Source: an optimization exercise on an open RTL-to-GDS flow (aim: small area). Production flows keep margins and buffers that such runs may drop. The RTL was checked by simulation tests, not by an equivalence proof against the original design. Power and IR drop assume default switching activity.

// bus_sniffer
module bus_sniffer (
  input  logic                clk_i,
  input  logic                rst_ni,
  input  logic                instr_req_i,
  input  sniffer_pkg::addr_t  instr_addr_i,
  input  sniffer_pkg::data_t  instr_wdata_i,
  input  sniffer_pkg::be_t    instr_be_i,
  input  logic                instr_we_i,
  input  logic                instr_rvalid_i,
  input  sniffer_pkg::data_t  instr_rdata_i,
  input  logic                instr_gnt_i,
  input  logic                data_req_i,
  input  sniffer_pkg::addr_t  data_addr_i,
  input  sniffer_pkg::data_t  data_wdata_i,
  input  sniffer_pkg::be_t    data_be_i,
  input  logic                data_we_i,
  input  logic                data_rvalid_i,
  input  sniffer_pkg::data_t  data_rdata_i,
  input  logic                data_gnt_i,
  output logic                sniffer_tdo_o,
  output logic                sniffer_valid_o
);
Size in the first run: about 1500 flip-flops, about 0.048 mm^2 of cells after synthesis.
Settings: LEC_CHECK=0, CAP_MARGIN=20, CORE_MARGIN=2, CORE_UTILIZATION=40, PLACE_DENSITY=0.6, SLEW_MARGIN=20; clock period 5.0 ns.
run.sh (not shown) runs the stock make flow with config.mk's settings and CLKGATE_MAP_FILE= SYNTH_SCRIPT=/design/flow/synth_recipe.tcl, a recipe that flattens the netlist after the stock synthesis.
Rerun with:
Settings changed: CORE_UTILIZATION 40 to 65, CTS_BUF_LIST set to sky130_fd_sc_hd__clkbuf_4 sky130_fd_sc_hd__clkbuf_8, CTS_CLUSTER_DIAMETER set to 60, CTS_CLUSTER_SIZE set to 20, PLACE_DENSITY 0.6 to 0.75.
Cell count went down by 19%; global-route usage went up by 5.2 points; sequential power hardly moves.
Rerun with:
==> flow/flow/run.sh (new file) <==
#!/bin/bash
# The standard layout (the standard.sh: standard synthesis, floorplan,
# power grid, placement, CTS, routing), with one placement option that the
# flow settings cannot reach: port buffers are the smallest buffer, buf_1,
# instead of the delay cell buffer_ports picks by default (every port still
# gets its own buffer)
# Each tool's output goes to the ORFS logs under orfs/logs/; make's own
# output is kept in flow_make.log here.
set -euo pipefail
cd "$(dirname "$0")/.."
export BUFFER_PORTS_ARGS="-buffer_cell sky130_fd_sc_hd__buf_1"
bash standard.sh finish > flow_make.log 2>&1
==> flow/standard.sh (new file) <==
#!/bin/bash
# synth_recipe.tcl (not shown) runs the flow's synth.tcl, then flattens the netlist and writes it again
# the make line also repeats each setting of config.mk as NAME=value (left out here)
make -C /OpenROAD-flow-scripts/flow DESIGN_CONFIG=/design/flow/config.mk WORK_HOME=/design/flow/orfs CLKGATE_MAP_FILE= SYNTH_SCRIPT=/design/flow/synth_recipe.tcl "${@:-finish}"
removed: flow/run.sh
Result: Maximum frequency goes up by about 2.2%; synthesized cell count does not change; setup slack gains 0.086 ns; final cell count goes up by about 0.36%.


Another version of the RTL of bus_sniffer (not shown whole).
For scale: roughly 3700 cells after synthesis, roughly 1500 flip-flops, about 210 I/O pins, ~44000 um^2 of cells after synthesis.
==> flow/config.mk <==
export PLATFORM = sky130hd
export DESIGN_NAME = bus_sniffer
export DESIGN_NICKNAME = bus_sniffer
export VERILOG_FILES = /design/flow/design.v
export SDC_FILE = /design/flow/constraint.sdc
export NUM_CORES = 4
export LEC_CHECK = 0
export CAP_MARGIN = 20
export CORE_MARGIN = 2
export CORE_UTILIZATION = 76
export CTS_BUF_LIST = sky130_fd_sc_hd__clkbuf_4 sky130_fd_sc_hd__clkbuf_8
export CTS_CLUSTER_DIAMETER = 60
export CTS_CLUSTER_SIZE = 20
export PLACE_DENSITY = 0.82
export SLEW_MARGIN = 20
==> flow/constraint.sdc <==
create_clock -name core_clock -period 5.0 [get_ports {clk_i}]
set_input_delay 1.0000 -clock core_clock [delete_from_list [all_inputs] [get_ports {clk_i}]]
set_output_delay 1.0000 -clock core_clock [all_outputs]
set_load 0.01 [all_outputs]
standard.sh (not shown) runs the stock make flow with config.mk's settings and CLKGATE_MAP_FILE= SYNTH_SCRIPT=/design/flow/synth_recipe.tcl, a recipe that flattens the netlist after the stock synthesis.
==> flow/flow/run.sh <==
#!/bin/bash
# The standard layout (the standard.sh: standard synthesis, floorplan,
# power grid, placement, CTS, routing), with options the flow settings
# cannot reach:
#  - port buffers are the smallest buffer, buf_1, instead of the delay cell
#    buffer_ports picks by default (every port still gets its own buffer)
#  - CTS (same clustering and buffers as config.mk's CTS settings) without
#    dummy loads; the tree is still an H-tree balanced by CTS
# Each tool's output goes to the ORFS logs under orfs/logs/; make's own
# output is kept in flow_make.log here.
set -euo pipefail
cd "$(dirname "$0")/.."
export CTS_ARGS="-sink_clustering_enable -repair_clock_nets -dont_use_dummy_load -sink_clustering_size 20 -sink_clustering_max_diameter 60 -buf_list {sky130_fd_sc_hd__clkbuf_4 sky130_fd_sc_hd__clkbuf_8}"
export BUFFER_PORTS_ARGS="-buffer_cell sky130_fd_sc_hd__buf_1"
bash standard.sh finish > flow_make.log 2>&1
The first run went through all stages and came out clean.
Change:
Settings changed: CORE_UTILIZATION 76 to 68.
Count of clock-buffer cells in the layout does not change.
Via count is higher by 0.95%.
Wire length is higher by about 0.64%.
Global-route usage is lower by 2.9 points.
Cell area is higher by about 0.43%.
First-iteration DRC count is lower by about 3.2%.
Total power is lower by 0.64%.
Utilization is lower by 8.1 points.


bus_sniffer, a different RTL version from the one above (not shown whole).
Size in the first run: about 48,000 um2 of cells after synthesis.
clock: 5.0 ns
lec_check: 0
cap_margin: 5
core_margin: 2
core_utilization: 70
place_density: 0.8
slew_margin: 5
Scripts as last shown in full above: flow/flow/run.sh
Next try:
--- a/flow/config.mk
+++ b/flow/config.mk
@@ -7,6 +7,9 @@
 export LEC_CHECK = 0
-export CAP_MARGIN = 5
+export CAP_MARGIN = 20
 export CORE_MARGIN = 2
-export CORE_UTILIZATION = 70
-export PLACE_DENSITY = 0.8
-export SLEW_MARGIN = 5
+export CORE_UTILIZATION = 55
+export CTS_BUF_LIST = sky130_fd_sc_hd__clkbuf_4 sky130_fd_sc_hd__clkbuf_8
+export CTS_CLUSTER_DIAMETER = 60
+export CTS_CLUSTER_SIZE = 20
+export PLACE_DENSITY = 0.75
+export SLEW_MARGIN = 20
Worst setup slack is better by 0.098 ns.
Non-clock buffer count went up by 19.
Total power went down by 0.35%.
Area after synthesis is unchanged.
Critical path depth stays the same.
Wire length went down by 3.0%.
Register-to-register slack is better by 0.098 ns.
Fmax went up by 2.7%.
Cell count went up by 6.5%.
Next try:
==> flow/config.mk (replaced) <==
export PLATFORM = sky130hd
export DESIGN_NAME = bus_sniffer
export DESIGN_NICKNAME = bus_sniffer
export VERILOG_FILES = /design/flow/design.v
export SDC_FILE = /design/flow/constraint.sdc
export NUM_CORES = 4
export LEC_CHECK = 0
export CAP_MARGIN = 5
export CORE_MARGIN = 2
export CORE_UTILIZATION = 70
export GPL_TIMING_DRIVEN = 0
export PLACE_DENSITY = 0.8
export SLEW_MARGIN = 5
After rerunning: The new run finished clean; critical path depth went up by 6; via count goes up by about 2%; power barely changes; combinational power increases by about 2%; final cell count barely changes.
Next try:
--- a/flow/config.mk
+++ b/flow/config.mk
@@ -7,7 +7,9 @@
 export LEC_CHECK = 0
-export CAP_MARGIN = 5
+export CAP_MARGIN = 20
 export CORE_MARGIN = 2
-export CORE_UTILIZATION = 70
-export GPL_TIMING_DRIVEN = 0
-export PLACE_DENSITY = 0.8
-export SLEW_MARGIN = 5
+export CORE_UTILIZATION = 65
+export CTS_BUF_LIST = sky130_fd_sc_hd__clkbuf_4 sky130_fd_sc_hd__clkbuf_8
+export CTS_CLUSTER_DIAMETER = 60
+export CTS_CLUSTER_SIZE = 20
+export PLACE_DENSITY = 0.75
+export SLEW_MARGIN = 20
What happened: The new run completed with no timing, DRC or antenna violations; synthesized cell count does not change; global-route usage came out lower by 2.6 points; routed wire length came out lower by about 3.7%.

static timing again, ports no longer ideal:
In the flow no input, the clock included, has a driving cell. The finished layouts below were timed again as built, in two steps. Step 1 (the two cells are an assumption about what drives the block):
set clk [get_ports {clk_i}]
set_driving_cell -lib_cell sky130_fd_sc_hd__clkbuf_16 $clk
set_driving_cell -lib_cell sky130_fd_sc_hd__buf_2 [delete_from_list [all_inputs] $clk]
Step 2 also shifts input and output timing later by t, the mid clock arrival at the registers, as if the neighbouring blocks saw the same clock. Slacks: no drivers / after step 1 / after step 2; pairs: no drivers / after step 1.
run | t, ns | slack for setup (ns) | worst register clock-pin slew, ns | worst slew at a driven data input, ns | cell pins on the clock port's net
the first run of note 1 | 0.774 | 0.910 / 0.910 / 0.910 | 0.06 / 0.06 | 0.10 | 1
the second run of note 1 | 0.762 | 0.942 / 0.942 / 0.942 | 0.12 / 0.12 | 0.09 | 1
the third run of note 1 | 0.770 | 1.028 / 1.028 / 1.028 | 0.12 / 0.12 | 0.04 | 1
the first run of note 2 | 0.748 | 0.983 / 0.983 / 0.983 | 0.12 / 0.12 | 0.07 | 1
the second run of note 2 | 0.752 | 1.332 / 1.332 / 1.332 | 0.12 / 0.12 | 0.07 | 1
the first run of note 3 | 0.742 | 1.246 / 1.246 / 1.246 | 0.12 / 0.12 | 0.05 | 1
the second run of note 3 | 0.740 | 1.344 / 1.344 / 1.344 | 0.11 / 0.11 | 0.06 | 1
the third run of note 3 | 0.744 | 0.921 / 0.921 / 0.913 | 0.12 / 0.12 | 0.05 | 1
the fourth run of note 3 | 0.750 | 1.181 / 1.181 / 1.181 | 0.12 / 0.12 | 0.07 | 1
After both steps setup and hold are still met in every run listed. The setup slack of the third run of note 3, which loses most, moves by 0.000 ns with the drivers and by -0.008 ns with both steps.
